From an optimization exercise on the open Yosys and OpenROAD flow, aimed at small area; shortcuts taken in it are not production practice.
Where RTL was checked, it was by simulation tests only, not by an equivalence proof against the original.
Only the layout flow was run in runs 3 and 4; the RTL was not checked for function there.
Power is estimated from default activity; no workload was simulated.

`design/flow/config.mk`:
```
export PLATFORM = sky130hd
export DESIGN_NAME = dmem_responder
export DESIGN_NICKNAME = dmem_responder
export VERILOG_FILES = /design/flow/design.v
export SDC_FILE = /design/flow/constraint.sdc
export NUM_CORES = 4
export LEC_CHECK = 0
export CAP_MARGIN = 20
export CORE_MARGIN = 2
export CORE_UTILIZATION = 30
export PLACE_DENSITY = 0.45
export SLEW_MARGIN = 20
```
`design/flow/constraint.sdc`:
```
create_clock -name core_clock -period 6.0 [get_ports {clk}]
set_input_delay 1.2000 -clock core_clock [delete_from_list [all_inputs] [get_ports {clk}]]
set_output_delay 1.2000 -clock core_clock [all_outputs]
set_load 0.01 [all_outputs]
```
`design/flow/design.v`:
```
module dmem_responder #(
  parameter int DEPTH   = 64,
  parameter int LATENCY = 2
) (
  input  logic        clk,
  input  logic        reset,
  input  logic        req,
  input  logic        we,
  input  logic [1:0]  size,
  input  logic [31:0] addr,
  input  logic [31:0] wdata,
  output logic        ready,
  output logic [31:0] rdata,
  output logic        err
);
  localparam int          AW       = $clog2(DEPTH);
  localparam logic [31:0] LIMIT    = 32'(DEPTH * 4);
  localparam logic [3:0]  CNT_INIT = (LATENCY > 0) ? 4'(LATENCY - 1) : 4'd0;
  localparam bit          NO_WAIT  = (LATENCY == 0);
  typedef enum logic [1:0] {IDLE, WAIT, RESP} state_t;
  state_t      state;
  logic [3:0]  cnt;
  logic [31:0] mem [DEPTH];
  logic        we_p0;
  logic [1:0]  size_p0;
  logic [31:0] addr_p0;
  logic [31:0] wdata_p0;
  logic          op_we;
  logic [1:0]    op_size;
  logic [31:0]   op_addr;
  logic [31:0]   op_wdata;
  logic [AW-1:0] op_idx;
  logic [3:0]    op_be;
  logic [31:0]   op_wd;
  logic          op_err;
  logic          commit;
  function automatic logic is_err(input logic [1:0] sz, input logic [31:0] a);
    logic e;
    e = 1'b0;
    if (sz == 2'b11)                         e = 1'b1;
    if (sz == 2'b01 && a[0])                 e = 1'b1;
    if (sz == 2'b10 && a[1:0] != 2'b00)      e = 1'b1;
    if (a >= LIMIT)                          e = 1'b1;
    is_err = e;
  endfunction
  function automatic logic [3:0] lane_en(input logic [1:0] sz, input logic [1:0] a);
    logic [3:0] be;
    case (sz)
      2'b00:   be = 4'b0001 << a;
      2'b01:   be = a[1] ? 4'b1100 : 4'b0011;
      default: be = 4'b1111;
    endcase
    lane_en = be;
  endfunction
  function automatic logic [31:0] lane_data(input logic [1:0] sz, input logic [31:0] d);
    logic [31:0] r;
    case (sz)
      2'b00:   r = {4{d[7:0]}};
      2'b01:   r = {2{d[15:0]}};
      default: r = d;
    endcase
    lane_data = r;
  endfunction
  always_comb begin
    op_we    = (state == IDLE) ? we    : we_p0;
    op_size  = (state == IDLE) ? size  : size_p0;
    op_addr  = (state == IDLE) ? addr  : addr_p0;
    op_wdata = (state == IDLE) ? wdata : wdata_p0;
    op_idx   = op_addr[AW+1:2];
    op_be    = lane_en(op_size, op_addr[1:0]);
    op_wd    = lane_data(op_size, op_wdata);
    op_err   = is_err(op_size, op_addr);
    commit   = 1'b0;
    if (state == IDLE && req && !op_err && NO_WAIT) commit = 1'b1;
    if (state == WAIT && cnt == 4'd0)               commit = 1'b1;
  end
  always_ff @(posedge clk) begin
    if (state == IDLE && req) begin
      we_p0    <= we;
      size_p0  <= size;
      addr_p0  <= addr;
      wdata_p0 <= wdata;
    end
  end
  always_ff @(posedge clk or negedge reset) begin
    if (!reset) begin
      for (int i = 0; i < DEPTH; i++) mem[i] <= '0;
    end else if (commit && op_we) begin
      for (int l = 0; l < 4; l++)
        if (op_be[l]) mem[op_idx][8*l +: 8] <= op_wd[8*l +: 8];
    end
  end
  always_ff @(posedge clk or negedge reset) begin
    if (!reset) begin
      state <= IDLE;
      cnt   <= 4'd0;
      ready <= 1'b0;
      err   <= 1'b0;
      rdata <= '0;
    end else begin
      case (state)
        IDLE: begin
          if (req) begin
            if (op_err) begin
              state <= RESP;
              ready <= 1'b1;
              err   <= 1'b1;
              rdata <= '0;
            end else if (NO_WAIT) begin
              state <= RESP;
              ready <= 1'b1;
              err   <= 1'b0;
              rdata <= op_we ? 32'd0 : mem[op_idx];
            end else begin
              state <= WAIT;
              cnt   <= CNT_INIT;
            end
          end
        end
        WAIT: begin
          if (cnt == 4'd0) begin
            state <= RESP;
            ready <= 1'b1;
            err   <= 1'b0;
            rdata <= op_we ? 32'd0 : mem[op_idx];
          end else begin
            cnt <= cnt - 4'd1;
          end
        end
        RESP: begin
          state <= IDLE;
          ready <= 1'b0;
          err   <= 1'b0;
          rdata <= '0;
        end
        default: state <= IDLE;
      endcase
    end
  end
endmodule
```
`design/flow/run.sh`:
```
#!/bin/bash
# synth_recipe.tcl (not shown) runs the flow's synth.tcl, then flattens the netlist and writes it again
# the make line also repeats each setting of config.mk as NAME=value (left out here)
make -C /OpenROAD-flow-scripts/flow DESIGN_CONFIG=/design/flow/config.mk WORK_HOME=/design/flow/orfs CLKGATE_MAP_FILE= SYNTH_SCRIPT=/design/flow/synth_recipe.tcl finish
```
==> results.txt, run 1 <==
CTS
The maximum count of clock buffers along a single path is 4. The clock reaches the later pin of the worst-skew pair after 940 ps. Clock-pin slew was measured on the worst setup and hold paths at 60 ps. The tree is rooted in a clkbuf_16. The number of setup buffers added after CTS is 0. For this design, the CTS-stage hold fixing added 0 buffers. The clock net in this run drives a total of 2,155 sinks. The clock tree from TritonCTS is done. The H-tree was split into 4 levels. The number of clock buffers added by TritonCTS is 238.

The number of gates resized after CTS was 0.

Job
The number of max-cap violations is 0.

Finish
Compared with the post-synthesis result, the final layout area differs by 16.85%. The top cell types in the final layout, fill and taps aside, are nand2_1 (2,407), dfrtp_1 (2,088), o21ai_0 (2,059). The footprint of the flip-flops and latches is 54,260 um^2. The commonest non-fill, non-tap cell in the layout is nand2_1. The finished cells cover 106,200 um^2. Summing all multi-input logic gate instances after layout gives 33,400 um^2. Measured on the finished design, the core utilization comes to 35.15%. The final cell count without fillers is 13,350. Counting the fill cells in the layout gives 30,380. In the final design database the tool counted 9,249 nets.

The proportion of layout cells with a drive suffix above 1 is 9.825%.

Timing
The number of endpoints with negative hold slack in the final report is 0. Setup repair after global routing left no endpoint under its margin. Setup violations remaining at the end of the flow were counted as 0. The minimum clock period after layout is 5353 ps. The peak clock frequency supported by timing is 186.8 MHz. The post-route clock skew is 61.63 ps. Dividing the final minimum period by the clock period gives 89.22%. The worst relative slew slack is 19.01%.

The number of slew-limit violations in the final report is 0. The worst-margin pin slew is 1215 ps. The summed negative setup slack over all endpoints is 0 ps.

Placement
Once placement completed, the tool counted placed cells totaling 12,910. Routability-driven placement finished with a final weighted congestion of 0.9257. Input and output buffers added on the ports amount to 103. Once placement finished, the instance area stood at 98,000 um^2. The placed wire-length estimate is 297,300 um.

Die
The horizontal die dimension is 554.3 um. In this run the core area contains 202 standard-cell rows. For this configuration, the core starts out at a cell density of 30.08%. The number of ports placed on the die boundary is 104. The total die area is 307,300 um^2. Measured along the y axis, the die boundary spans 554.3 um. The area of the core region is 302,000 um^2.

Critical path
STA classifies the critical path endpoint as a flop. The kind of start point of the critical path is a flop. At the worst endpoint, the arrival time is 6180 ps. The path type of the worst setup path is reg2reg. STA puts the critical path data required time at 6830 ps.

The highest fanout seen on the critical path is 61.

Global route
The via count of the first global-routing pass is 73,120. The pin count of the biggest net entering global routing is 176. The total congestion overflow is 0.

Across every metal layer, demand over resource in global routing totals 28.90%. The first-pass GRT wire length is 624,300 um. The number of antenna violations at the first check in global routing is 25.

Detailed routing
The first detailed-routing pass ran for 13 iterations. For this block, the routed nets add up to 451,400 um of wire. Using the TritonRoute via totals, the vias-per-cell ratio works out to 5.727. In the final routed layout, each cell accounts on average for 33.80 um.

The detailed router placed 76,480 vias in this run. In the routed design, unresolved DRC markers number 0. The remaining number of nets flagged by the antenna check after routing is 0. After the first detailed-routing iteration, the DRC count stood at 9,665.

Logic synthesis
The leading register cell type out of synthesis is dfrtp_1. Of the synthesized area, sequential elements account for 59.72%. The synthesized design contains 67 enable-type register cells. Synthesis inferred 2,155 register bits.

The post-synthesis cell type count is 81. A synthesized cell averages 9.862 um^2. The number of instances in the synthesized netlist is 9,213.

The net count after synthesis is 9,288. Counting flops with an async set or reset pin after synthesis yields a share of 96.89%. For this run, the number of Yosys warnings is 2. The netlist area before placement is 90,860 um^2.

Pwr
In this run the static leakage power is 0.04516 uW. Power spread over the standard cell area amounts to 344.8 nW/um^2. The overall power of the completed layout is 36,610 uW. VDD sags by at most 0.3587 mV.

Min path
The min-delay analysis places its worst path in the category in2async.

Run status
The flow ran to the end and the layout has no timing, DRC or antenna violations.
through the flow:
step / hold WS [ps] / setup WS, ps
2_1_floorplan: 441.8 / 1641
3_3_place_gp: 454.8 / 327.7
3_5_place_dp: 462.3 / 261.5
4_1_cts: 299.9 / 789.4
5_1_grt: 335.8 / 604.8
6_report: 297.8 / 647.0
cells in the mapped netlist (20+ instances only):
| library cell | number | area share [%] |
|---|---|---|
| nand4_1 | 117 | 0.81 |
| dfrtp_1 | 2088 | 58 |
| inv_1 | 42 | 0.17 |
| buf_1 | 35 | 0.14 |
| a211oi_1 | 25 | 0.21 |
| clkbuf_1 | 533 | 2.2 |
| nor4_1 | 51 | 0.35 |
| a211o_1 | 20 | 0.19 |
| and4_1 | 23 | 0.22 |
| o21ai_0 | 2059 | 11 |
| edfxtp_1 | 67 | 2.2 |
| mux2i_1 | 62 | 0.68 |
| a21oi_1 | 47 | 0.26 |
| a222oi_1 | 79 | 0.87 |
| a221oi_1 | 228 | 2.2 |
| nor2_1 | 36 | 0.15 |
| buf_2 | 218 | 1.2 |
| a22o_1 | 287 | 2.8 |
| o22ai_1 | 23 | 0.16 |
| a22oi_1 | 392 | 3.2 |
| nand2_1 | 2410 | 10 |
| nand3_1 | 24 | 0.13 |
| o21ai_1 | 83 | 0.46 |
| o221ai_1 | 20 | 0.19 |
final timing paths:
kind                            startpoint          end  slack, ps  cells after the start
worst max-delay path              state[1]    rdata[21]        650                     13
worst min-delay path                 reset  mem[27][20]        300                      1
worst max register to register    state[1]    rdata[21]        650                     13
worst min register to register  mem[18][5]   mem[18][5]        470                      2
max in group asynchronous            reset  mem[60][24]       4020                      2
min in group core_clock         mem[18][5]   mem[18][5]        470                      2
final cells by class:
cell class	instances	area share (%)
Antenna cell	11	0.02593
Clock inverter	64	0.7661
Tap cell	3978	4.688
Multi-Input combinational cell	6198	31.46
Inverter	42	0.1485
Clock buffer	366	6.869
Timing Repair Buffer	539	4.926
Sequential cell	2155	51.11
per-layer routing:
layer / GRT usage, % / wire length, um
met2: 43.60 / 197200
met1: 39.78 / 191300
met4: 13.29 / 23940
met5: 0 / 103
met3: 5.834 / 38880
power breakdown:
part | total [uW] | internal (uW) | switching (uW)
Sequential | 14800 | 14700 | 54.7
Combinational | 6400 | 932 | 5470
Clock | 15400 | 9040 | 6390
cells by family after synthesis:
family | share of synthesized area [%]
AOI/OAI and AO/OA | 22.79
adders and majority gates | 0.06886
buffers and inverters | 4.040
DFF | 59.72
muxes | 0.8483
and+or+nand+nor | 12.53
registers in the layout, summed over array words and instances (netlist names):
register and flops:
err 1, state 2, rdata 32, addr_p0 32, size_p0 2, we_p0 1, cnt 4, wdata_p0 32
ready 1, mem 2048
worst max-delay path, stage by stage, from the launching register on:
cell and delay, ps:
dfrtp_1 420, inv_1 130, ha_4 600, nand3_1 770
buf_4 390, a222oi_1 880, buf_4 430, buf_4 360
a22oi_1 150, and4_1 240, nand4_1 260, nor4_1 110
buf_4 180, o221ai_1 180
==> run 2: changes to the inputs <==
==> design/flow/design.v (replaced) <==
module dmem_responder #(
  parameter int DEPTH   = 64,
  parameter int LATENCY = 2
) (
  input  logic        clk,
  input  logic        reset,
  input  logic        req,
  input  logic        we,
  input  logic [1:0]  size,
  input  logic [31:0] addr,
  input  logic [31:0] wdata,
  output logic        ready,
  output logic [31:0] rdata,
  output logic        err
);
  localparam int NR = 16;   
  localparam int NS = 4;    
  logic       w1, w2, rdy, er;   
  logic [1:0] rot;               
  logic       swept;             
  logic       wv;                
  logic       rd;                
  logic [5:0]  idx;              
  logic [3:0]  be;               
  logic [31:0] rbuf;             
  logic idle, acc, errin;
  logic [3:0] be_in;
  logic [31:0] wd_in;
  assign idle  = ~(w1 | w2 | rdy);
  assign acc   = idle & req;
  assign errin = (size == 2'b11) | (size == 2'b01 & addr[0]) |
                 (size == 2'b10 & (addr[1:0] != 2'b00)) | (addr[31:8] != 24'd0);
  always_comb begin
    case (size)
      2'b00:   be_in = 4'b0001 << addr[1:0];
      2'b01:   be_in = addr[1] ? 4'b1100 : 4'b0011;
      default: be_in = 4'b1111;
    endcase
    case (size)
      2'b00:   wd_in = {4{wdata[7:0]}};
      2'b01:   wd_in = {2{wdata[15:0]}};
      default: wd_in = wdata;
    endcase
  end
  always_ff @(posedge clk or negedge reset) begin
    if (!reset) begin
      w1    <= 1'b0;
      w2    <= 1'b0;
      rdy   <= 1'b0;
      er    <= 1'b0;
      rot   <= 2'd0;
      swept <= 1'b0;
      wv    <= 1'b0;
      rd    <= 1'b0;
    end else begin
      w1  <= acc & ~errin;
      w2  <= w1;
      rdy <= w2 | (acc & errin);
      er  <= acc & errin;
      rot <= rot + 2'd1;
      if (rot == 2'd3) swept <= 1'b1;
      if (idle) begin
        wv <= req & we & ~errin;
        rd <= req & ~we & ~errin & swept;
      end
    end
  end
  logic [31:0] slot [NR][NS];
  logic [31:0] tap;
  logic [NR-1:0] rsel;
  logic [3:0] rc;
  logic [1:0] jc;
  logic hit, wnow;
  assign rc   = idle ? addr[7:4] : idx[5:2];
  assign jc   = idle ? addr[3:2] : idx[1:0];
  assign hit  = (jc + rot) == 2'd0;                
  assign wnow = wv & ((idx[1:0] + rot) == 2'd3);   
  always_comb begin
    for (int r = 0; r < NR; r++) rsel[r] = (rc == 4'(r));
    tap = '0;
    for (int r = 0; r < NR; r++) tap = tap | ({32{rsel[r]}} & slot[r][0]);
  end
  for (genvar r = 0; r < NR; r++) begin : g_ring
    logic [3:0] selw, hold;
    logic [31:0] sw, sh;
    always_comb begin
      for (int l = 0; l < 4; l++) begin
        selw[l] = wnow & (idx[5:2] == 4'(r)) & be[l];
        hold[l] = ~selw[l] & swept;
      end
      for (int b = 0; b < 32; b++) begin
        sw[b] = selw[b/8];
        sh[b] = hold[b/8];
      end
    end
    always_ff @(posedge clk) begin
      slot[r][0] <= (rbuf & sw) | (slot[r][NS-1] & sh);
      for (int p = 1; p < NS; p++) slot[r][p] <= slot[r][p-1];
    end
  end
  always_ff @(posedge clk) begin
    if (idle) begin
      idx <= addr[7:2];
      be  <= be_in;
    end
    if (idle & we)
      rbuf <= wd_in;
    else if (hit & ~(~idle & wv))
      rbuf <= tap;
  end
  assign ready = rdy;
  assign err   = er;
  assign rdata = (rdy & rd) ? (hit ? tap : rbuf) : 32'd0;
endmodule
==> results.txt, run 2 <==
Logic synthesis
The fraction of synthesized cell area taken by the top area cell type is 73.13% (+16 points). Sorting the synthesized cells by area gives the leading types as dfxtp_1 (73%), o21ai_0 (3.7%), nand2_1 (3.6%). The number of enable-type register cells in the synthesized netlist was 42 (-37%). The number of register bits inferred by synthesis is 2,099 (-2.6%).

The cell with the most instances after synthesis is dfxtp_1. The portion of the post-synthesis area used by sequential elements is 75.78% (+16 points). The share of flip-flops with an asynchronous set or reset is 0.4288% (-96 points). The netlist area before placement came to 56,060 um^2 (-38%). The post-synthesis cell type count is 59 (-27%). The net count after synthesis is 4,658 (-50%). The leading register cell type out of synthesis is dfxtp_1.

After synthesis, the most frequently instantiated cells are dfxtp_1 (2,048), nand2_1 (532), o21ai_0 (411). The number of instances in the synthesized netlist is 4,585 (-50%). Summed over all instances, the cell type with the most area after synthesis is dfxtp_1. The yosys synthesis warning count is 2 (unchanged). The average footprint of a synthesized cell came to 12.23 um^2 (+24%).

Global route
The via count of the first global-routing pass is 32,540 (-56%). The total track usage is 16.57% (-12 points). The total congestion overflow is 0 (unchanged). The pin count of the biggest net entering global routing is 179 (+1.7%). The number of antenna violations at the first check in global routing is 8 (-68%). The first-pass GRT wire length was 231,900 um (-63%).

Placement
The total of buffers placed on input and output ports is 103 (unchanged). The placed wire-length estimate is 99,490 um (-67%). The instance area at placement is 59,830 um^2 (-39%).

The placement-stage worst setup slack is 363.5 ps (+102.0 ps). The final weighted congestion in routability-driven placement is 0.7897 (-15%).

Finish
The count of fill cells added during filler insertion came to 18,020 (-41%). The number of nets in the final layout is 4,734 (-49%). The flip-flop count of the largest register, all copies and words added came to 2,048 (unchanged). The largest registers in the layout are slot x2048, rbuf x32, idx x6. The area growth from synthesis to layout is 19.08%. Leaving out fill and tap cells, the most frequent cells in the layout are dfxtp_1 (2,048), nand2_1 (531), o21ai_0 (411). The proportion of layout cells with a drive suffix above 1 is 10.16% (+0.33 points). The largest register by flop count is slot. The design area was 66,760 um^2 (-37%).

The commonest non-fill, non-tap cell in the layout is dfxtp_1.

Timing
The peak clock frequency supported by timing is 172.3 MHz (-7.8%). The worst-margin pin slew was 1147 ps (-67.73 ps). The final setup violation count came to 0 (unchanged).

The number of endpoints with negative hold slack in the final report is 0 (unchanged). The worst relative slew slack is 23.52% (+4.5 points). Setup repair after global routing left no endpoint under its margin.

The share of the clock period used by the worst path after layout is 96.74% (+7.5 points). The least setup slack across all paths after layout is 195.4 ps (-451.6 ps). The number of slew-limit violations in the final report was 0 (unchanged). The post-route clock skew is 48.62 ps (-13.01 ps). The summed negative setup slack over all endpoints came to 0 ps (unchanged). The minimum clock period after layout is 5805 ps (+451.6 ps).

Detailed routing
The final routed wirelength across all metal layers is 160,300 um (-64%). The number of vias after detailed routing is 32,760 (-57%). The average wire length per cell after detail routing came to 21.94 um (-35%). The routed via count divided by cell count is 4.484 (-22%).

The violation count after the first detailed-routing iteration was 2,374 (-75%). The detailed-routing iteration count for the pre-antenna-repair pass was 6 (-7). The remaining number of nets flagged by the antenna check after routing came to 0 (unchanged). The remaining routing DRC violations is 0 (unchanged).

Min path
The worst hold path belongs to the class reg2reg. The worst hold path passes through 0 cells. In this run the most critical hold path is launched from slot[42][29]. The endpoint of the worst hold-timing path is slot[43][29].

Critical path
The number of cells on the worst reg-to-reg path was 11 (-2). The worst flop-to-flop path endpoint is rbuf[11]. The kind of start point of the critical path is a flop.

The endpoint required time on the critical path is 4800 ps (-2030 ps). The launching point of the worst reg2reg path is w2. The biggest cell delay along the critical path was 560 ps (-320 ps). The highest fanout seen on the critical path came to 34 (-44%). The critical path is of the reg2out type. By instance count, the cell type seen most on the critical path is buf_4.

The data arrival at the endpoint of the critical path is 4600 ps (-1580 ps). The slack of the worst reg-to-reg path is 2440 ps (+1790 ps). The cell with the biggest individual delay on the critical path is buf_4. The worst setup path startpoint is w2. The element type at the critical path end is a primary output. Traced cell by cell, the critical path runs through or3_4 > inv_2 > buf_4 > buf_4 > o221ai_1 > a222oi_1 > nand3_1 > nor2_2 > a21oi_1 > buf_4 > clkdlybuf4s50_1.

CTS
The root buffer cell is clkbuf_16. The number of buffers created by CTS is 200 (-16%). The quantity of gates resized following cts is 0 (unchanged). The clock sink count came to 2,099 (-2.6%). The clock slew seen by the registers of the worst setup and hold paths is 60 ps (about the same). The maximum count of clock buffers along a single path is 3 (-1).

The post-CTS setup buffer count came to 0 (unchanged). TritonCTS built the clock tree. The clock latency of the later-clocked register in the worst-skew pair is 850 ps (-90 ps). The count of hold buffers inserted by post-cts repair came to 0 (unchanged). The maximum level of the CTS H-tree is 4 (unchanged).

Die
The area of the core region is 185,600 um^2 (-39%). The total die area is 190,300 um^2 (-38%). The number of ports placed on the die boundary is 104 (unchanged). The horizontal die dimension came to 436.3 um (-21%). The effective utilization at floorplan is 30.20% (+0.12 points). The number of placement rows was 158 (-22%). The die height is 436.3 um (-21%).

Pwr
The ratio of total power to cell area came to 415.3 nW/um^2 (+20%). The maximum resistive drop on vdd was 0.2612 mV (-27%). The leakage component of the power was 0.02466 uW (-45%).

Run status
The run finished with no timing, DRC or antenna violations.

Job
The number of max-cap violations is 0 (unchanged).
[run 2: power by group]
part           total [uW]  leakage (uW)  internal [uW]  switching [uW]
Clock               12800       0.00338           7420            5430
Sequential          14100        0.0170          14000             116
Combinational         732       0.00427            198             534
Total               27700        0.0247          21600            6080
[run 2: worst max-delay path by stage]
stage                     slack (ps)         to  depth (start not counted)
after floorplan                 1380    rbuf[0]                         12
after global placement           370  rdata[14]                          9
after detailed placement         360  rdata[14]                          9
after CTS                        100   rdata[9]                         11
after global routing              20  rdata[14]                         10
final                            200   rdata[9]                         11
[run 2: kinds of logic after synthesis]
group                      synth area share [%]
DFF                                       75.78
and+or+nand+nor                           8.568
AOI/OAI and AO/OA                         10.08
buffers and inverters                     2.687
muxes                                     2.752
xor gates and xnor gates                0.06250
adders and majority gates               0.06696
[run 2: routing by layer]
| metal | wire, um | up-vias | track usage, % | part of all wire [%] |
|---|---|---|---|---|
| met3 | 5941 | 246 | 2.777 | 3.7 |
| li1 | - | 15920 | - | - |
| met4 | 6606 | 2 | 7.350 | 4.1 |
| met2 | 73840 | 663 | 26.72 | 46 |
| met1 | 73870 | 15940 | 21.78 | 46 |
| met5 | 13 | - | 0 | 0.0081 |
[run 2: layout make-up]
type / instances / area [um^2] / share of cell area [%]
well taps: 2480 / 3103 / 4.648
inverters: 41 / 153.9 / 0.2305
clock buffers: 299 / 6026 / 9.026
multi-input cells: 2126 / 12240 / 18.34
repair buffers: 193 / 1902 / 2.849
diodes: 2 / 5.005 / 0.007497
clock inverters: 66 / 839.6 / 1.258
flip-flops and latches: 2099 / 42490 / 63.64
[run 2: per-stage QoR]
step | cells | utilization (%) | hold slack [ps] | power (uW)
final | 7306 | 35.96 | 294.9 | 27720
after CTS | 7300 | 35.93 | 289.7 | 28040
after global placement | 6934 | 32.22 | 309.5 | 15190
after global routing | 7306 | 35.96 | 300.5 | 28630
after detailed placement | 6935 | 32.23 | 312.1 | 15190
after floorplan | 4585 | - | 309.6 | 14710
[run 2: critical path: cells and delay by family, from the launching register on]
family	cells	cell delay, ps
buf+inv	5	1900
simple gates	3	840
flops	1	370
compound gates	3	600
==> run 3: changes to the inputs <==
--- a/design/flow/design.v
+++ b/design/flow/design.v
@@ -77,6 +77,10 @@
   assign wnow = wv & ((idx[1:0] + rot) == 2'd3);   
-  always_comb begin
+  always_comb
     for (int r = 0; r < NR; r++) rsel[r] = (rc == 4'(r));
-    tap = '0;
-    for (int r = 0; r < NR; r++) tap = tap | ({32{rsel[r]}} & slot[r][0]);
+  for (genvar b = 0; b < 32; b++) begin : g_tap
+    logic [NR-1:0] col;
+    for (genvar r = 0; r < NR; r++) begin : g_col
+      assign col[r] = slot[r][0][b];
+    end
+    dmem_sel16 u_sel (.d(col), .s(rsel), .y(tap[b]));
   end
@@ -95,4 +99,8 @@
     end
+    logic [31:0] nxt;
+    for (genvar b = 0; b < 32; b++) begin : g_bit
+      dmem_port u_port (.d(rbuf[b]), .s(sw[b]), .q(slot[r][NS-1][b]), .h(sh[b]), .y(nxt[b]));
+    end
     always_ff @(posedge clk) begin
-      slot[r][0] <= (rbuf & sw) | (slot[r][NS-1] & sh);
+      slot[r][0] <= nxt;
       for (int p = 1; p < NS; p++) slot[r][p] <= slot[r][p-1];
@@ -114 +122,42 @@
 endmodule
+module dmem_port (
+  input  logic d,
+  input  logic s,
+  input  logic q,
+  input  logic h,
+  output logic y
+);
+  assign y = (d & s) | (q & h);
+endmodule
+module dmem_sel16 (
+  input  logic [15:0] d,
+  input  logic [15:0] s,
+  output logic        y
+);
+  logic [5:0] n;   
+  for (genvar g = 0; g < 5; g++) begin : g_aoi
+    dmem_aoi3 u_aoi (.d(d[3*g +: 3]), .s(s[3*g +: 3]), .y(n[g]));
+  end
+  dmem_nand2 u_last (.a(d[15]), .b(s[15]), .y(n[5]));
+  dmem_nand6 u_or (.a(n), .y(y));
+endmodule
+module dmem_aoi3 (
+  input  logic [2:0] d,
+  input  logic [2:0] s,
+  output logic       y
+);
+  assign y = ~|(d & s);
+endmodule
+module dmem_nand2 (
+  input  logic a,
+  input  logic b,
+  output logic y
+);
+  assign y = ~(a & b);
+endmodule
+module dmem_nand6 (
+  input  logic [5:0] a,
+  output logic       y
+);
+  assign y = ~&a;
+endmodule
--- a/design/flow/config.mk
+++ b/design/flow/config.mk
@@ -9,4 +9,9 @@
 export CORE_MARGIN = 2
-export CORE_UTILIZATION = 30
-export PLACE_DENSITY = 0.45
+export CORE_UTILIZATION = 55
+export CTS_BUF_LIST = sky130_fd_sc_hd__clkbuf_16
+export CTS_CLUSTER_DIAMETER = 50
+export CTS_CLUSTER_SIZE = 32
+export PLACE_DENSITY = 0.65
+export SETUP_SLACK_MARGIN = 0.15
 export SLEW_MARGIN = 20
+export SYNTH_HIERARCHICAL = 1
==> results.txt, run 3 <==
Critical path
The biggest cell delay along the critical path was 650 ps (+90 ps). The kind of start point of the critical path is a flop. The element type at the critical path end is a primary output. The launching point of the worst reg2reg path is w1.

The worst setup path startpoint is w1. The largest individual stage delay along the critical path comes from the cell clkdlybuf4s50_1. The highest fanout seen on the critical path is 12 (-65%). The path type of the worst setup path is reg2out. Walking the worst path, the cells encountered are or3_4 > clkinvlp_4 > buf_4 > a31oi_1 > buf_4 > nor2_4 > buf_4 > a222oi_1 > and4_1 > nand3_1 > nand2_1 > o21ai_1 > clkdlybuf4s50_1. The cell that appears most often on the critical path is buf_4. The endpoint required time on the critical path is 4800 ps (about the same).

The data arrival at the endpoint of the critical path is 4600 ps (about the same). The number of cells on the worst reg-to-reg path is 13 (+2).

Pwr
The maximum resistive drop on vdd is 0.2817 mV (+7.8%). The fraction of power spent switching nets is 22.47% (+0.55 points). The ratio of total power to cell area came to 410.0 nW/um^2 (-1.3%). The part of the power in the clock network came to 40.5% (-5.8 points). The leakage component of the power is 0.02297 uW (-6.9%).

The net load switching power is 5517 uW (-9.2%). The sequential cell fraction of total power was 57.8% (+6.8 points). The internal power is 19,040 uW (-12%).

The combinational group share of total power came to 1.7% (-0.9 points).

Job
The number of max-cap violations is 0 (unchanged).

Logic synthesis
The share of flip-flops with an asynchronous set or reset is 0.4288% (unchanged). The XOR/XNOR share of the synthesized area was 0.07729% (+0.015 points). The number of enable-type register cells in the synthesized netlist is 42 (unchanged). The number of instances in the synthesized netlist is 3,367 (-27%). The share of the synthesized area in compound gates (AO/OA/AOI/OAI) came to 13.57% (+3.5 points).

dfxtp_1 is the most common cell in the netlist. Ranked by total cell area, the synthesized netlist is headed by dfxtp_1 (79%), a22o_1 (8.7%), a222oi_1 (3.1%). The multiplexer share of the synthesized area came to 0.4637% (-2.3 points). The post-synthesis cell type count is 47 (-20%). The netlist area before placement is 51,810 um^2 (-7.6%). dfxtp_1 takes more of the synthesized area than any other cell. The yosys synthesis warning count was 9 (+7). The net count after synthesis was 3,440 (-26%). The portion of the post-synthesis area used by sequential elements came to 82.01% (+6.2 points). The simple-gate share of the synthesized area is 3.340% (-5.2 points). The leading register cell type out of synthesis is dfxtp_1. The average footprint of a synthesized cell is 15.39 um^2 (+26%). Sorting the synthesized cells by how often they occur yields dfxtp_1 (2,048), a22o_1 (512), a222oi_1 (160). The fraction of synthesized cell area taken by the top area cell type was 79.14% (+6.0 points). The adder-cell area share of the yosys netlist was 0.07246% (+0.0055 points). The number of register bits inferred by synthesis is 2,099 (unchanged). The main combinational cell family by area after synthesis is compound AO/OA/AOI/OAI gates.

Timing
The post-route clock skew was 36.77 ps (-11.85 ps). The least setup slack across all paths after layout is 196.3 ps (+0.8660 ps). The share of the clock period used by the worst path after layout is 96.73% (about the same).

The number of slew-limit violations in the final report is 0 (unchanged). The worst-margin pin slew is 1208 ps (+60.67 ps). Setup repair after global routing left no endpoint under its margin. The worst relative slew slack is 17.18% (-6.3 points). The final setup violation count came to 0 (unchanged). The number of endpoints with negative hold slack in the final report is 0 (unchanged). The peak clock frequency supported by timing is 172.3 MHz (about the same). The worst hold-check slack was 311.6 ps (+16.67 ps). The minimum clock period after layout is 5804 ps (-0.8660 ps). The summed negative setup slack over all endpoints came to 0 ps (unchanged).

Detailed routing
The routed via count divided by cell count was 5.785 (+29%). The remaining number of nets flagged by the antenna check after routing was 0 (unchanged). The remaining routing DRC violations was 0 (unchanged). The routed wire length on met2 is 56,270 um (-24%). The uppermost signal routing layer after detailed routing is met4. The number of vias after detailed routing is 28,930 (-12%). The routed metal-1 wire length is 59,690 um (-19%). The met3 wire length is 12,320 um (+110%). The detailed-routing iteration count for the pre-antenna-repair pass is 10 (+4). The violation count after the first detailed-routing iteration is 3,641 (+53%). The final routed wirelength across all metal layers is 131,700 um (-18%). The average wire length per cell after detail routing came to 26.33 um (+20%).

Die
The horizontal die dimension is 310.9 um (-29%). The die height is 310.9 um (-29%). The effective utilization at floorplan is 55.51% (+25 points). The number of ports placed on the die boundary is 104 (unchanged). The total die area is 96,670 um^2 (-49%). The area of the core region is 93,330 um^2 (-50%).

The number of placement rows came to 112 (-29%).

Global route
The pin count of the biggest net entering global routing came to 55 (-69%). The number of antenna violations at the first check in global routing came to 3 (-5). The via count of the first global-routing pass was 28,700 (-12%). The first-pass GRT wire length is 192,200 um (-17%).

The total congestion overflow is 0 (unchanged). The total track usage is 26.87% (+10 points).

Finish
The commonest non-fill, non-tap cell in the layout is dfxtp_1. The design area is 59,880 um^2 (-10%). The final cell count without fillers is 5,001 (-32%). Counting flops per register, the top entry is slot. The synthesis-to-finish area growth is 15.59%.

The number of nets in the final layout is 3,711 (-22%). The largest registers in the layout are slot x2048, rbuf x32, idx x6. The flip-flop count of the largest register, all copies and words added was 2,048 (unchanged).

In the layout the commonest cells are dfxtp_1 (2,048), a22o_1 (512), a222oi_1 (160). The proportion of layout cells with a drive suffix above 1 is 9.426% (-0.73 points).

CTS
The clock sink count is 2,099 (unchanged). TritonCTS built the clock tree. The cell sitting at the root of the clock tree is a clkbuf_16. The number of buffers created by CTS is 134 (-33%).

The clock latency of the later-clocked register in the worst-skew pair was 770 ps (-80 ps). The clock slew seen by the registers of the worst setup and hold paths is 90 ps (+30 ps). The maximum level of the CTS H-tree is 4 (unchanged). The maximum count of clock buffers along a single path was 3 (unchanged).

The count of hold buffers inserted by post-cts repair is 0 (unchanged).

Placement
The number of placed cells counting well taps is 4,743 (-32%). The final weighted congestion in routability-driven placement came to 0.9099 (+15%). The placement-stage worst setup slack is 237.1 ps (-126.5 ps). The total of buffers placed on input and output ports is 103 (unchanged).

The placed wire-length estimate came to 84,700 um (-15%). The instance area at placement came to 54,960 um^2 (-8.1%).

Min path
The number of cells traversed by the worst hold path is 0 (unchanged). The min-delay analysis places its worst path in the category reg2reg. The startpoint of the tightest hold check path is slot[34][9].

Run status
The flow ran to the end and the layout has no timing, DRC or antenna violations.
-- run 3: changes by cell type in the layout (fill, tap and decap cells not counted), sizes merged, moves of 155 or more --
cell	previous run	this run
a22o	3	512
o21ai	552	58
nand2	532	129
nand3	308	34
clkbuf	299	142
a22oi	155	0
-- run 3: power groups by stage --
stage | Sequential [uW] | Combinational, uW | Clock (uW)
3_3_place_gp | 14500 | 367 | 0
3_5_place_dp | 14500 | 371 | 0
4_1_cts | 14200 | 376 | 10100
6_report | 14200 | 409 | 9950
5_1_grt | 14200 | 418 | 10600
2_1_floorplan | 14400 | 130 | 0
-- run 3: layout make-up --
cell class                 count  area [um^2]
antenna                        2        5.005
clock buffer                 142         3553
clock inverter               101         1189
fill                        6779        33450
inverter                       5        22.52
multi-input combinational   1206         9254
sequential                  2099        42490
tap                         1254         1569
timing repair buffer         192         1804
-- run 3: cells by family after synthesis --
logic type	count (synthesis)
compound gates	821
xor+xnor	3
fa+ha+maj	3
buf+inv	62
flops	2099
mux	24
simple gates	355
-- run 3: repair_timing --
action	in CTS	in global routing
setup endpoints to repair	24	12
pin swaps	2	5
buffers inserted	4	7
resized for setup	4	4
-- run 3: final timing paths --
kind                                to  slack [ps]
hold / removal             slot[35][9]         310
setup / recovery             rdata[13]         200
max in group asynchronous        swept        4910
min in group asynchronous       rot[1]         760
hold reg to reg            slot[35][9]         310
setup reg to reg              rbuf[24]        2360
-- run 3: modules after synthesis (local to each module, per instance), excerpt --
module / flops+latches / times used / cell area (um^2) / cells
dmem_nand6: 0 / 32 / 13.76 / 2
dmem_responder: 2099 / 1 / 45160 / 2599
dmem_port: 0 / 512 / 8.758 / 1
dmem_nand2: 0 / 32 / 3.754 / 1
dmem_aoi3: 0 / 160 / 10.01 / 1
-- run 3: layer usage --
metal,GRT usage [%],vias to the layer above
li1,-,12910
met1,39.66,14430
met2,39.37,1373
met3,6.165,221
met4,8.300,0
met5,0,-
-- run 3: worst max-delay path, delay by kind of cell, from the launching register on --
kind | cells | cell delay [ps]
buf+inv | 5 | 1460
simple gates | 5 | 1270
compound gates | 3 | 720
flops | 1 | 410
-- run 3: stage by stage --
step / total power (uW) / util (%)
after global routing: 25210 / 64.16
after floorplan: 14550 / -
after detailed placement: 14900 / 58.89
final: 24550 / 64.16
after CTS: 24630 / 64.02
after global placement: 14890 / 58.89
==> run 4: changes to the inputs <==
--- a/design/flow/config.mk
+++ b/design/flow/config.mk
@@ -10,5 +10,5 @@
 export CORE_UTILIZATION = 55
-export CTS_BUF_LIST = sky130_fd_sc_hd__clkbuf_16
-export CTS_CLUSTER_DIAMETER = 50
-export CTS_CLUSTER_SIZE = 32
+export CTS_BUF_LIST = sky130_fd_sc_hd__clkbuf_8
+export CTS_CLUSTER_DIAMETER = 45
+export CTS_CLUSTER_SIZE = 20
 export PLACE_DENSITY = 0.65
==> results.txt, run 4 <==
Run status
The flow ran to the end and the layout has no timing, DRC or antenna violations.

Global route
The total congestion overflow is 0 (unchanged). The number of antenna violations at the first check in global routing is 6 (+3). The pin count of the biggest net entering global routing was 55 (unchanged). The total track usage is 26.71% (-0.15 points). The via count of the first global-routing pass is 28,660 (-0.13%). The first-pass GRT wire length is 191,500 um (-0.37%).

Timing
The post-route clock skew is 43.31 ps (+6.548 ps). The peak clock frequency supported by timing is 171.9 MHz (-0.26%). Setup repair after global routing could not meet its margin everywhere. The share of the clock period used by the worst path after layout is 96.98% (+0.25 points). The summed negative setup slack over all endpoints is 0 ps (unchanged). The worst-margin pin slew is 1261 ps (+52.94 ps).

The final setup violation count is 0 (unchanged). The number of endpoints with negative hold slack in the final report is 0 (unchanged). The worst hold-check slack was 307.1 ps (-4.544 ps).

The number of slew-limit violations in the final report is 0 (unchanged). The worst relative slew slack is 13.55% (-3.6 points). The minimum clock period after layout was 5819 ps (+15.11 ps).

Critical path
The slack of the worst reg-to-reg path came to 2460 ps (+100 ps). STA classifies the critical path endpoint as a primary output. The worst flop-to-flop path endpoint is rbuf[24].

The path type of the worst setup path is reg2out. The worst setup path is launched from a flop. The cell with the biggest individual delay on the critical path is clkdlybuf4s50_1.

The data arrival at the endpoint of the critical path is 4620 ps (+20 ps). The biggest cell delay along the critical path is 650 ps (about the same). The highest fanout seen on the critical path is 11 (-1). The worst setup path startpoint is w1.

Walking the worst path, the cells encountered are or3_4 > buf_4 > nor3b_1 > a21oi_1 > buf_4 > nor2_4 > a222oi_1 > nand3_1 > nand2_1 > o21ai_1 > clkdlybuf4s50_1. The endpoint of the worst setup timing path is rdata[13]. The endpoint required time on the critical path is 4800 ps (about the same). The cell type with the highest occurrence count on the critical path is buf_4. The number of cells on the worst reg-to-reg path is 13 (unchanged). The launching point of the worst reg2reg path is w1.

Detailed routing
The average wire length per cell after detail routing came to 26.11 um (-0.80%). The routed metal-1 wire length is 60,120 um (+0.72%). The remaining routing DRC violations is 0 (unchanged). The met3 wire length is 11,880 um (-3.6%). The final routed wirelength across all metal layers is 131,100 um (-0.45%).

The detailed-routing iteration count for the pre-antenna-repair pass is 9 (-1). The routed wire length on met2 is 55,780 um (-0.87%). Routed signal wires occupy layers up through met5.

The routed via count divided by cell count is 5.768 (-0.29%). The number of vias after detailed routing is 28,950 (+0.073%). The violation count after the first detailed-routing iteration is 3,438 (-5.6%). The remaining number of nets flagged by the antenna check after routing is 0 (unchanged).

Pwr
The overall power of the completed layout is 22,260 uW (-9.4%). The combinational group share of total power is 1.8% (about the same). The maximum resistive drop on vdd is 0.2168 mV (-23%).

The leakage component of the power is 0.02235 uW (-2.7%). The part of the power in the clock network is 34.3% (-6.2 points). The internal power came to 17,170 uW (-9.8%). The net load switching power was 5082 uW (-7.9%).

The sequential cell fraction of total power came to 63.8% (+6.0 points). The fraction of power spent switching nets is 22.83% (+0.36 points). The ratio of total power to cell area is 381.2 nW/um^2 (-7.0%).

Placement
The placed wire-length estimate is 84,700 um (unchanged). The total of buffers placed on input and output ports is 103 (unchanged). The final weighted congestion in routability-driven placement is 0.9099 (unchanged).

Die
The number of placement rows is 112 (unchanged). The horizontal die dimension is 310.9 um (unchanged). The effective utilization at floorplan came to 55.51% (unchanged).

The total die area is 96,670 um^2 (unchanged). The area of the core region is 93,330 um^2 (unchanged). The number of ports placed on the die boundary is 104 (unchanged).

The die height was 310.9 um (unchanged).

Logic synthesis
The adder-cell area share of the yosys netlist is 0.07246% (unchanged). The largest total area in the synthesized netlist belongs to dfxtp_1. The most common cell in the synthesized netlist is dfxtp_1. The fraction of synthesized cell area taken by the top area cell type is 79.14% (unchanged). The XOR/XNOR share of the synthesized area is 0.07729% (unchanged). The multiplexer share of the synthesized area is 0.4637% (unchanged). The number of register bits inferred by synthesis is 2,099 (unchanged). The portion of the post-synthesis area used by sequential elements is 82.01% (unchanged). Ranked by instance count, the synthesized netlist is headed by dfxtp_1 (2,048), a22o_1 (512), a222oi_1 (160). The number of enable-type register cells in the synthesized netlist was 42 (unchanged).

The post-synthesis cell type count is 47 (unchanged). By area, the combinational part of the netlist is dominated by compound AO/OA/AOI/OAI gates. The netlist area before placement was 51,810 um^2 (unchanged).

The simple-gate share of the synthesized area was 3.340% (unchanged). The yosys synthesis warning count was 9 (unchanged). The share of the synthesized area in compound gates (AO/OA/AOI/OAI) is 13.57% (unchanged). For this run, the leading register cell type out of synthesis is dfxtp_1. The net count after synthesis is 3,440 (unchanged). By area the synthesized netlist is led by dfxtp_1 (79%), a22o_1 (8.7%), a222oi_1 (3.1%). The average footprint of a synthesized cell is 15.39 um^2 (unchanged). The share of flip-flops with an asynchronous set or reset was 0.4288% (unchanged).

The number of instances in the synthesized netlist is 3,367 (unchanged).

CTS
The maximum level of the CTS H-tree was 4 (unchanged). In this run the clock root is driven by a clkbuf_8. The maximum count of clock buffers along a single path was 3 (unchanged). The clock slew seen by the registers of the worst setup and hold paths is 110 ps (+20 ps).

The number of buffers created by CTS came to 151 (+13%). The count of hold buffers inserted by post-cts repair is 0 (unchanged). The clock latency of the later-clocked register in the worst-skew pair is 880 ps (+110 ps). TritonCTS built the clock tree. The clock sink count is 2,099 (unchanged).

Finish
The number of nets in the final layout is 3,729 (+0.49%). In the layout the commonest cells are dfxtp_1 (2,048), a22o_1 (512), clkbuf_8 (166). slot holds more flip-flops than any other register. Compared with the post-synthesis result, the final layout area differs by 12.69%.

The core utilization of the finished layout is 62.56% (-1.6 points). The library cell used most frequently in the layout, excluding fill and tap cells, is dfxtp_1. The proportion of layout cells with a drive suffix above 1 is 9.809% (+0.38 points). The flip-flop count of the largest register, all copies and words added came to 2,048 (unchanged). In the final layout, the registers with the most flip-flops are slot x2048, rbuf x32, idx x6.

The count of fill cells added during filler insertion came to 6,976 (+2.9%).

Min path
The class of the tightest hold or removal check is reg2reg.

Job
The number of max-cap violations is 0 (unchanged).
==> run 4: cell counts after synthesis <==
No cell type changed its count.
==> run 4: power groups by stage <==
| stage | Combinational (uW) | Sequential (uW) | Clock (uW) |
|---|---|---|---|
| 2_1_floorplan | 130 | 14400 | 0 |
| 3_3_place_gp | 367 | 14500 | 0 |
| 3_5_place_dp | 371 | 14500 | 0 |
| 4_1_cts | 379 | 14200 | 7750 |
| 5_1_grt | 419 | 14200 | 8290 |
| 6_report | 409 | 14200 | 7640 |
==> run 4: logic make-up after synthesis <==
kind of cell | after synthesis
AND/OR/NAND/NOR | 355
flip-flops | 2099
buffers and inverters | 62
adder cells (fa/ha/maj) | 3
XOR/XNOR | 3
multiplexers | 24
AO/OA/AOI/OAI | 821
==> run 4: metal layers <==
layer  vias up  GRT usage (%)
met4         2          7.762
met5         -              0
met2      1388          39.05
met1     14410          39.60
li1      12920              -
met3       229          6.292
==> run 4: worst min-delay path by stage <==
stage                      start           end  slack (ps)  depth (start not counted)
floorplan             slot[9][0]   slot[10][0]         310                          0
global placement    slot[33][10]  slot[34][10]         310                          0
detailed placement    slot[9][9]   slot[10][9]         310                          0
CTS                  slot[53][7]   slot[54][7]         310                          0
global route         slot[53][7]   slot[54][7]         310                          0
finish               slot[53][7]   slot[54][7]         310                          0
==> run 4: per-module statistics from Yosys (local to each module, per instance), a selection <==
module	flip-flops and latches	cells	times used	area, um^2
dmem_aoi3	0	1	160	10.01
dmem_nand6	0	2	32	13.76
dmem_responder	2099	2599	1	45160
dmem_nand2	0	1	32	3.754
dmem_port	0	1	512	8.758
==> run 4: timing repair <==
action | in CTS | in global routing
buffers inserted | 7 | 6
gates resized for setup | 7 | 5
pin swaps | 4 | 5
endpoints found under the setup margin | 32 | 23
==> run 4: worst max-delay path, delay by kind of cell (launching register included) <==
family	cells	cell delay, ps
buf+inv	3	1010
compound gates	3	850
simple gates	5	1450
flops	1	420
==> run 4: stage by stage <==
step                cells  area (um^2)  setup slack (ps)
global placement     4743        54960             217.5
detailed placement   4743        54960             237.1
finish               5019        58380             181.2
CTS                  5009        58270             158.0
global route         5017        58380             76.71
floorplan            3367        51810              1198
==> run 4: area by class of cell <==
cell class                      count  area, um^2  area share [%]
Inverter                            5       22.52         0.03858
Antenna cell                        3       7.507         0.01286
Timing Repair Buffer              193        1807           3.095
Clock buffer                      166        2285           3.913
Sequential cell                  2099       42490           72.77
Tap cell                         1254        1569           2.687
Multi-Input combinational cell   1206        9254           15.85
Clock inverter                     93       950.9           1.629
==> run 5: changes to the inputs <==
--- a/design/flow/design.v
+++ b/design/flow/design.v
@@ -77,2 +77,7 @@
   assign wnow = wv & ((idx[1:0] + rot) == 2'd3);   
+  logic [NR-1:0] rwn;
+  logic [3:0]    ben;
+  always_comb
+    for (int r = 0; r < NR; r++) rwn[r] = ~(wnow & (idx[5:2] == 4'(r)));
+  assign ben = ~be;
   always_comb
@@ -89,7 +94,6 @@
     logic [31:0] sw, sh;
+    for (genvar l = 0; l < 4; l++) begin : g_lane
+      dmem_lanesel u_ls (.rn(rwn[r]), .bn(ben[l]), .cn(~swept), .s(selw[l]), .h(hold[l]));
+    end
     always_comb begin
-      for (int l = 0; l < 4; l++) begin
-        selw[l] = wnow & (idx[5:2] == 4'(r)) & be[l];
-        hold[l] = ~selw[l] & swept;
-      end
       for (int b = 0; b < 32; b++) begin
@@ -163 +167,18 @@
 endmodule
+module dmem_lanesel (
+  input  logic rn,
+  input  logic bn,
+  input  logic cn,
+  output logic s,
+  output logic h
+);
+  dmem_nor2 u_s (.a(rn), .b(bn), .y(s));
+  dmem_nor2 u_h (.a(s), .b(cn), .y(h));
+endmodule
+module dmem_nor2 (
+  input  logic a,
+  input  logic b,
+  output logic y
+);
+  assign y = ~(a | b);
+endmodule
==> results.txt, run 5 <==
Run status
The flow ran to the end and the layout has no timing, DRC or antenna violations.

Critical path
The endpoint required time on the critical path was 4800 ps (about the same). The critical path is of the reg2out type. The cell with the biggest individual delay on the critical path is clkdlybuf4s50_1. The kind of start point of the critical path is a flop. The biggest cell delay along the critical path is 620 ps (-30 ps). Walking the worst path, the cells encountered are or3_4 > nor3b_1 > a21oi_1 > buf_4 > nor2_4 > buf_12 > a222oi_1 > and4_1 > nand3_1 > nand2_1 > o21ai_0 > clkdlybuf4s50_1. The data arrival at the endpoint of the critical path was 4630 ps (about the same). The element type at the critical path end is a primary output. The highest fanout seen on the critical path is 16 (+5).

Pwr
The internal power is 17,230 uW (+0.34%). The net load switching power was 5025 uW (-1.1%). The fraction of power spent switching nets is 22.58% (-0.25 points). The combinational group share of total power is 1.8% (about the same). The ratio of total power to cell area came to 384.2 nW/um^2 (+0.79%). The leakage component of the power is 0.02223 uW (-0.54%).

The sequential cell fraction of total power is 63.9% (about the same). The maximum resistive drop on vdd is 0.2470 mV (+14%). The part of the power in the clock network is 34.4% (about the same).

Global route
The first-pass GRT wire length is 189,400 um (-1.1%). The pin count of the biggest net entering global routing is 65 (+18%). The via count of the first global-routing pass was 28,540 (-0.42%). The number of antenna violations at the first check in global routing is 12 (+6). The total congestion overflow is 0 (unchanged). The total track usage came to 27.10% (+0.39 points).

Detailed routing
The violation count after the first detailed-routing iteration came to 3,588 (+4.4%). The final routed wirelength across all metal layers came to 131,500 um (+0.29%). The number of vias after detailed routing is 28,710 (-0.82%). The average wire length per cell after detail routing came to 26.28 um (+0.63%).

The detailed-routing iteration count for the pre-antenna-repair pass is 13 (+4). Signal routing reaches up to met5. The routed via count divided by cell count was 5.741 (-0.48%). The routed wire length on met2 is 55,890 um (+0.20%). The routed metal-1 wire length is 57,170 um (-4.9%). The met3 wire length is 13,260 um (+12%). The remaining number of nets flagged by the antenna check after routing is 0 (unchanged). The remaining routing DRC violations is 0 (unchanged).

Finish
The design area came to 57,930 um^2 (-0.78%). The top cell types in the final layout, fill and taps aside, are dfxtp_1 (2,048), a22o_1 (512), clkbuf_8 (167). The core utilization of the finished layout is 62.26% (-0.30 points). From synthesis to final layout, the design area changed by 12.52%. The count of fill cells added during filler insertion came to 6,953 (-0.33%). The footprint of the flip-flops and latches came to 42,490 um^2 (about the same). The proportion of layout cells with a drive suffix above 1 is 9.086% (-0.72 points). The largest register by flop count is slot. The flip-flop count of the largest register, all copies and words added came to 2,048 (unchanged). The footprint of the multi-input gates was 9049 um^2 (-2.2%). The commonest non-fill, non-tap cell in the layout is dfxtp_1. The number of nets in the final layout is 3,715 (-0.38%).

The largest registers in the layout are slot x2048, rbuf x32, idx x6.

Timing
The peak clock frequency supported by timing was 171.6 MHz (-0.13%). Setup repair after global routing left no endpoint under its margin. The number of endpoints with negative hold slack in the final report is 0 (unchanged).

The minimum clock period after layout was 5826 ps (+7.394 ps). The final setup violation count is 0 (unchanged). The share of the clock period used by the worst path after layout was 97.10% (+0.12 points).

The number of slew-limit violations in the final report was 0 (unchanged). The summed negative setup slack over all endpoints is 0 ps (unchanged). The worst relative slew slack was 13.35% (-0.20 points). The worst-margin pin slew is 1264 ps (+2.901 ps).

The post-route clock skew is 49.60 ps (+6.286 ps).

Placement
The placed wire-length estimate is 83,700 um (-1.2%). The instance area at placement is 54,570 um^2 (-0.71%). The total of buffers placed on input and output ports is 103 (unchanged). The final weighted congestion in routability-driven placement is 0.9106 (about the same).

Logic synthesis
By area the synthesized netlist is led by dfxtp_1 (80%), a22o_1 (8.7%), a222oi_1 (3.1%). The number of enable-type register cells in the synthesized netlist is 42 (unchanged). The fraction of synthesized cell area taken by the top area cell type was 79.64% (+0.50 points).

The share of flip-flops with an asynchronous set or reset came to 0.4288% (unchanged). Among all flip-flop cells after synthesis, the most frequent one is dfxtp_1. The net count after synthesis is 3,421 (-0.55%). The netlist area before placement is 51,480 um^2 (-0.62%). The portion of the post-synthesis area used by sequential elements is 82.52% (+0.51 points). The cell with the most instances after synthesis is dfxtp_1.

The post-synthesis cell type count came to 46 (-2.1%). Summed over all instances, the cell type with the most area after synthesis is dfxtp_1. Ranked by instance count, the synthesized netlist is headed by dfxtp_1 (2,048), a22o_1 (512), nor2_1 (163). The number of instances in the synthesized netlist is 3,348 (-0.56%). The yosys synthesis warning count came to 9 (unchanged).

The average footprint of a synthesized cell came to 15.38 um^2 (about the same). The number of register bits inferred by synthesis is 2,099 (unchanged).

CTS
TritonCTS built the clock tree. The count of hold buffers inserted by post-cts repair is 0 (unchanged). The maximum count of clock buffers along a single path is 3 (unchanged). The maximum level of the CTS H-tree is 4 (unchanged). The number of buffers created by CTS is 149 (-1.3%). The clock sink count came to 2,099 (unchanged).

The root buffer cell is clkbuf_8. The clock slew seen by the registers of the worst setup and hold paths is 120 ps (about the same). The clock latency of the later-clocked register in the worst-skew pair is 870 ps (about the same).

Die
The number of ports placed on the die boundary is 104 (unchanged). The horizontal die dimension is 310.0 um (-0.31%). The die height is 310.0 um (-0.31%). The total die area is 96,070 um^2 (-0.62%). The area of the core region is 93,050 um^2 (-0.30%). The effective utilization at floorplan is 55.33% (-0.18 points). The number of placement rows came to 112 (unchanged).

Min path
The min-delay analysis places its worst path in the category reg2reg.

Job
The number of max-cap violations is 0 (unchanged).
## run 5: cell types whose count changed in the layout (fill, tap and decap cells not counted), moves of 3 or more
cell / previous run / this run
nor2_1: 76 / 147
o21a_1: 65 / 1
buf_4: 82 / 58
clkinv_4: 17 / 6
inv_8: 3 / 14
clkinv_8: 10 / 2
clkinvlp_4: 10 / 16
clkinv_2: 12 / 8
buf_12: 6 / 3
diode_2: 3 / 6
nand3_1: 34 / 37
## run 5: cell type report
type                            instances  share of cell area [%]
Inverter                               10                 0.07776
Sequential cell                      2099                   73.34
Antenna cell                            6                 0.02592
Clock buffer                          167                   3.968
Tap cell                             1254                   2.708
Multi-Input combinational cell       1215                   15.62
Timing Repair Buffer                  167                   2.711
Clock inverter                         84                   1.544
## run 5: per-module statistics from Yosys, one instance, submodules excluded, excerpt
| module | flip-flops and latches | cells | times used |
|---|---|---|---|
| dmem_port | 0 | 1 | 512 |
| dmem_nand6 | 0 | 2 | 32 |
| dmem_responder | 2099 | 2452 | 1 |
| dmem_aoi3 | 0 | 1 | 160 |
| dmem_nand2 | 0 | 1 | 32 |
| dmem_nor2 | 0 | 1 | 128 |
## run 5: per-stage QoR
step	worst slack (ps)	hold slack [ps]	power (uW)	std cells
3_5_place_dp	93.09	312.1	14880	4735
5_1_grt	152.0	310.5	22900	4999
4_1_cts	158.2	309.5	22330	4991
3_3_place_gp	141.1	309.5	14870	4733
2_1_floorplan	1237	309.6	14540	3348
6_report	173.8	301.0	22260	5002
## run 5: path summary, 6_finish.rpt
| path | from | end | slack (ps) | cells past startpoint |
|---|---|---|---|---|
| max reg2reg | rot[0] | slot[12][27] | 1590 | 8 |
| max in group asynchronous | reset | w1 | 5030 | 1 |
| max | w1 | rdata[0] | 170 | 12 |
| min | slot[13][29] | slot[14][29] | 300 | 0 |
| min in group asynchronous | reset | rdy | 650 | 1 |
| min reg2reg | slot[13][29] | slot[14][29] | 300 | 0 |
## run 5: logic make-up after synthesis
logic type                 Yosys count  share of synthesized area, %
DFF                               2099                         82.52
AOI/OAI and AO/OA                  757                         12.73
and+or+nand+nor                    423                         3.803
buffers and inverters               39                        0.3281
muxes                               24                        0.4666
xor gates and xnor gates             3                       0.08020
adders and majority gates            3                       0.07292
## run 5: power by group through the flow
stage | clock network (uW) | registers [uW] | logic (uW)
after detailed placement | 0 | 14500 | 348
after global routing | 8280 | 14200 | 394
after global placement | 0 | 14500 | 330
final | 7650 | 14200 | 390
after CTS | 7760 | 14200 | 359
after floorplan | 0 | 14400 | 119
## run 5: what timing repair did
action,in CTS,in global routing
pin swaps,4,7
cloned,3,2
endpoints found under the setup margin,32,9
gates resized for setup,6,8
setup buffers,2,3
## run 5: worst max-delay path: cells and delay by family, from the launching register on
kind,cells,cell delay [ps]
and+or+nand+nor,6,1620
AOI/OAI and AO/OA,3,640
DFF,1,450
buffers and inverters,3,1050
## run 5: per-layer routing
layer / global-route usage (%) / vias to the layer above
met4: 10.39 / 10
met5: 0 / -
met2: 40.19 / 1405
met1: 37.46 / 14180
li1: - / 12820
met3: 8.201 / 300
==> run 6: changes to the inputs <==
==> design/flow/flow/run.sh (new file) <==
#!/bin/bash
# Layout flow: the standard flow (standard.sh) with the clock tree built
# without dummy loads and the ports buffered with a plain buffer cell.
set -euo pipefail
export CTS_ARGS="-sink_clustering_enable -repair_clock_nets -dont_use_dummy_load -buf_list sky130_fd_sc_hd__clkbuf_8 -sink_clustering_size 20 -sink_clustering_max_diameter 45"
export BUFFER_PORTS_ARGS="-buffer_cell sky130_fd_sc_hd__buf_2"
bash standard.sh > standard.log 2>&1
==> design/flow/standard.sh (new file) <==
#!/bin/bash
# synth_recipe.tcl (not shown) runs the flow's synth.tcl, then flattens the netlist and writes it again
# the make line also repeats each setting of config.mk as NAME=value (left out here)
make -C /OpenROAD-flow-scripts/flow DESIGN_CONFIG=/design/flow/config.mk WORK_HOME=/design/flow/orfs CLKGATE_MAP_FILE= SYNTH_SCRIPT=/design/flow/synth_recipe.tcl "${@:-finish}"
removed: design/flow/run.sh
==> results.txt, run 6 <==
Run status
The run finished with no timing, DRC or antenna violations.

Logic synthesis
The yosys synthesis warning count was 9 (unchanged). The cell type with the largest total area after synthesis is dfxtp_1. By count the netlist is led by dfxtp_1 (2,048), a22o_1 (512), nor2_1 (163).

The most common cell in the synthesized netlist is dfxtp_1. The fraction of synthesized cell area taken by the top area cell type came to 79.64% (unchanged). The main combinational cell family by area after synthesis is compound AO/OA/AOI/OAI gates. In the synthesized netlist the dominant register cell turns out to be dfxtp_1.

The share of the synthesized area in compound gates (AO/OA/AOI/OAI) is 12.73% (unchanged). The number of register bits inferred by synthesis was 2,099 (unchanged). The number of instances in the synthesized netlist is 3,348 (unchanged).

The multiplexer share of the synthesized area is 0.4666% (unchanged). The post-synthesis cell type count is 46 (unchanged). The adder-cell area share of the yosys netlist is 0.07291% (unchanged). The portion of the post-synthesis area used by sequential elements is 82.52% (unchanged).

The number of enable-type register cells in the synthesized netlist is 42 (unchanged). The simple-gate share of the synthesized area is 3.803% (unchanged). In the post-synthesis netlist, the biggest area contributors are dfxtp_1 (80%), a22o_1 (8.7%), a222oi_1 (3.1%). The average footprint of a synthesized cell is 15.38 um^2 (unchanged). The XOR/XNOR share of the synthesized area is 0.08020% (unchanged). The netlist area before placement was 51,480 um^2 (unchanged).

The share of flip-flops with an asynchronous set or reset is 0.4288% (unchanged). The net count after synthesis is 3,421 (unchanged).

Pwr
The maximum resistive drop on vdd is 0.2678 mV (+8.4%). The ratio of total power to cell area was 370.0 nW/um^2 (-3.7%). The leakage component of the power came to 0.02160 uW (-2.8%). The overall power of the completed layout is 20,780 uW (-6.6%).

Timing
The summed negative setup slack over all endpoints was 0 ps (unchanged). The minimum clock period after layout is 5614 ps (-212.5 ps). The least setup slack across all paths after layout was 386.3 ps (+212.5 ps).

The final setup violation count is 0 (unchanged). The post-route clock skew is 116.3 ps (+66.73 ps). The worst-margin pin slew was 1343 ps (+79.51 ps). Setup repair after global routing left no endpoint under its margin. The worst hold-check slack is 241.0 ps (-59.90 ps). The share of the clock period used by the worst path after layout is 93.56% (-3.5 points). The worst relative slew slack is 10.36% (-3.0 points). The number of slew-limit violations in the final report is 0 (unchanged). The number of endpoints with negative hold slack in the final report is 0 (unchanged). The peak clock frequency supported by timing is 178.1 MHz (+3.8%).

CTS
The maximum count of clock buffers along a single path is 3 (unchanged). The count of hold buffers inserted by post-cts repair is 0 (unchanged). The clock sink count is 2,099 (unchanged). The clock tree from TritonCTS is done. The number of buffers created by CTS is 149 (unchanged). The clock latency of the later-clocked register in the worst-skew pair came to 860 ps (about the same).

The maximum level of the CTS H-tree is 4 (unchanged). The root buffer cell is clkbuf_8. The clock slew seen by the registers of the worst setup and hold paths is 60 ps (-60 ps).

Placement
The placement-stage worst setup slack came to 626.3 ps (+533.2 ps). The final weighted congestion in routability-driven placement was 0.8983 (-1.4%). The total of buffers placed on input and output ports came to 103 (unchanged). The placed wire-length estimate was 84,360 um (+0.79%).

Finish
The footprint of the flip-flops and latches was 42,490 um^2 (about the same). The commonest non-fill, non-tap cell in the layout is dfxtp_1. The core utilization of the finished layout is 60.36% (-1.9 points). The number of nets in the final layout is 3,689 (-0.70%).

More flip-flops sit in one register than any other, and that register is slot. The flip-flop count of the largest register, all copies and words added is 2,048 (unchanged). The footprint of the multi-input gates is 9221 um^2 (+1.9%). The proportion of layout cells with a drive suffix above 1 is 9.214% (+0.13 points). The largest registers in the layout are slot x2048, rbuf x32, idx x6. The count of fill cells added during filler insertion is 7,129 (+2.5%). The top cell types in the final layout, fill and taps aside, are dfxtp_1 (2,048), a22o_1 (512), a222oi_1 (160). The synthesis-to-finish area growth is 9.102%.

Detailed routing
The number of vias after detailed routing is 28,790 (+0.25%). The detailed-routing iteration count for the pre-antenna-repair pass was 14 (+1). The remaining routing DRC violations is 0 (unchanged). The final routed wirelength across all metal layers is 134,500 um (+2.4%). The remaining number of nets flagged by the antenna check after routing is 0 (unchanged). The routed via count divided by cell count is 5.910 (+3.0%).

The violation count after the first detailed-routing iteration came to 3,981 (+11%). The average wire length per cell after detail routing is 27.62 um (+5.1%).

Global route
The pin count of the biggest net entering global routing came to 65 (unchanged). The first-pass GRT wire length is 189,500 um (about the same). The via count of the first global-routing pass is 28,320 (-0.77%). The total track usage is 27.23% (+0.13 points). The total congestion overflow was 0 (unchanged).

The number of antenna violations at the first check in global routing is 6 (-6).

Critical path
The kind of start point of the critical path is a flop. The endpoint required time on the critical path is 4800 ps (about the same). The element type at the critical path end is a primary output. The largest individual stage delay along the critical path comes from the cell nor2_4. The path type of the worst setup path is reg2out. The highest fanout seen on the critical path is 17 (+1).

The biggest cell delay along the critical path came to 610 ps (about the same). The data arrival at the endpoint of the critical path came to 4410 ps (-220 ps). Walking the worst path, the cells encountered are or3_4 > nor3_1 > a21oi_4 > nor2_4 > buf_4 > a222oi_1 > and4_1 > nand3_1 > nand2_1 > o21ai_1 > buf_2.

Die
The number of placement rows is 112 (unchanged). The area of the core region is 93,050 um^2 (unchanged). The effective utilization at floorplan is 55.33% (unchanged).

The horizontal die dimension is 310.0 um (unchanged). The die height is 310.0 um (unchanged). The number of ports placed on the die boundary is 104 (unchanged). The total die area is 96,070 um^2 (unchanged).

Min path
The min-delay analysis places its worst path in the category in2async.

Job
The number of max-cap violations is 0 (unchanged).
## run 6: cell counts after synthesis
No cell type changed its count.
## run 6: power by group
part / leakage (uW) / switching (uW) / internal (uW)
Combinational: 0.00349 / 270 / 74.1
Clock: 0.00107 / 3980 / 2230
Sequential: 0.0170 / 220 / 14000
## run 6: what timing repair did
action / 4_1_cts / 5_1_grt
pin swaps: 5 / 9
gates resized for setup: 18 / 17
gates cloned: 5 / 5
buffers inserted: 0 / 10
endpoints found under the setup margin: 32 / 30
## run 6: cell type report
type                            instances  share of cell area, %
Tap cell                             1254                  2.793
Inverter                               10                0.07128
Timing Repair Buffer                  136                  1.415
Clock buffer                          149                  3.651
Sequential cell                      2099                  75.64
Antenna cell                            3                0.01337
Multi-Input combinational cell       1220                  16.42
## run 6: per-layer routing
layer,GRT usage [%],part of all wire (%)
met4,12.08,4.2
met2,39.11,42
met5,0,0
met1,39.10,43
met3,6.750,11
## run 6: worst paths after layout
kind,slack (ps),endpoint,startpoint,depth (start not counted)
worst max-delay path,390,rdata[13],w2,11
worst min-delay path,240,rdy,reset,1
worst max register to register,1760,rbuf[7],w2,12
worst min register to register,270,slot[2][23],slot[1][23],0
max in group asynchronous,5540,swept,reset,1
min in group core_clock,270,slot[2][23],slot[1][23],0
## run 6: worst max-delay path, delay by kind of cell, from the launching register on
| family | cells | cell delay [ps] |
|---|---|---|
| compound gates | 3 | 580 |
| buf+inv | 2 | 580 |
| simple gates | 6 | 2020 |
| flops | 1 | 410 |
## run 6: kinds of logic (layout without fill, tap and decap cells)
| logic type | Yosys count | in the layout |
|---|---|---|
| simple gates | 423 | 433 |
| xor+xnor | 3 | 3 |
| compound gates | 757 | 757 |
| other cells | 0 | 3 |
| fa+ha+maj | 3 | 3 |
| flops | 2099 | 2099 |
| buf+inv | 39 | 295 |
| mux | 24 | 24 |
## run 6: modules after synthesis (local to each module, per instance), excerpt
module / cells / times used
dmem_aoi3: 1 / 160
dmem_responder: 2452 / 1
dmem_nand6: 2 / 32
dmem_nand2: 1 / 32
dmem_port: 1 / 512
dmem_nor2: 1 / 128
## run 6: through the flow
stage	instance area, um^2	cells
after global routing	56160	4869
after CTS	55940	4852
after detailed placement	53750	4698
after global placement	53730	4697
final	56170	4871
after floorplan	51480	3348

-- what the ideal ports hide --
No port has a modelled driver above. Below, the same layouts with a new extraction and two added sets of constraints. Step 1: set_driving_cell puts a clkbuf_16 on clk and a buf_2 on each other input, an assumption about the parent block. Step 2 also shifts input and output timing later by t, the mid clock arrival at the registers, as if the neighbouring blocks saw the same clock. a / b / c = ideal / step 1 / step 2; a / b = the first two.
| run | shift t [ns] | setup WS [ns] | latest minus earliest clock arrival (ns) | worst register clock-pin slew, ns | worst slew at a driven data input, ns |
|---|---|---|---|---|---|
| run 1 | 1.002 | 0.647 / 0.647 / 0.047 | 0.061 / 0.061 | 0.08 / 0.08 | 0.11 |
| run 2 | 0.903 | 0.195 / 0.113 / 0.264 | 0.050 / 0.050 | 0.07 / 0.07 | 0.14 |
| run 3 | 0.825 | 0.196 / 0.123 / 0.169 | 0.040 / 0.040 | 0.10 / 0.10 | 0.07 |
| run 4 | 0.919 | 0.181 / 0.116 / 0.235 | 0.049 / 0.049 | 0.12 / 0.12 | 0.07 |
| run 5 | 0.917 | 0.174 / 0.106 / 0.108 | 0.050 / 0.050 | 0.12 / 0.12 | 0.12 |
| run 6 | 0.879 | 0.386 / 0.320 / 0.690 | 0.128 / 0.128 | 0.12 / 0.12 | 0.13 |
After both steps setup and hold are still met in every run listed. For run 1, which loses most, drivers alone change the setup slack by 0.000 ns; drivers and shift together by -0.600 ns.
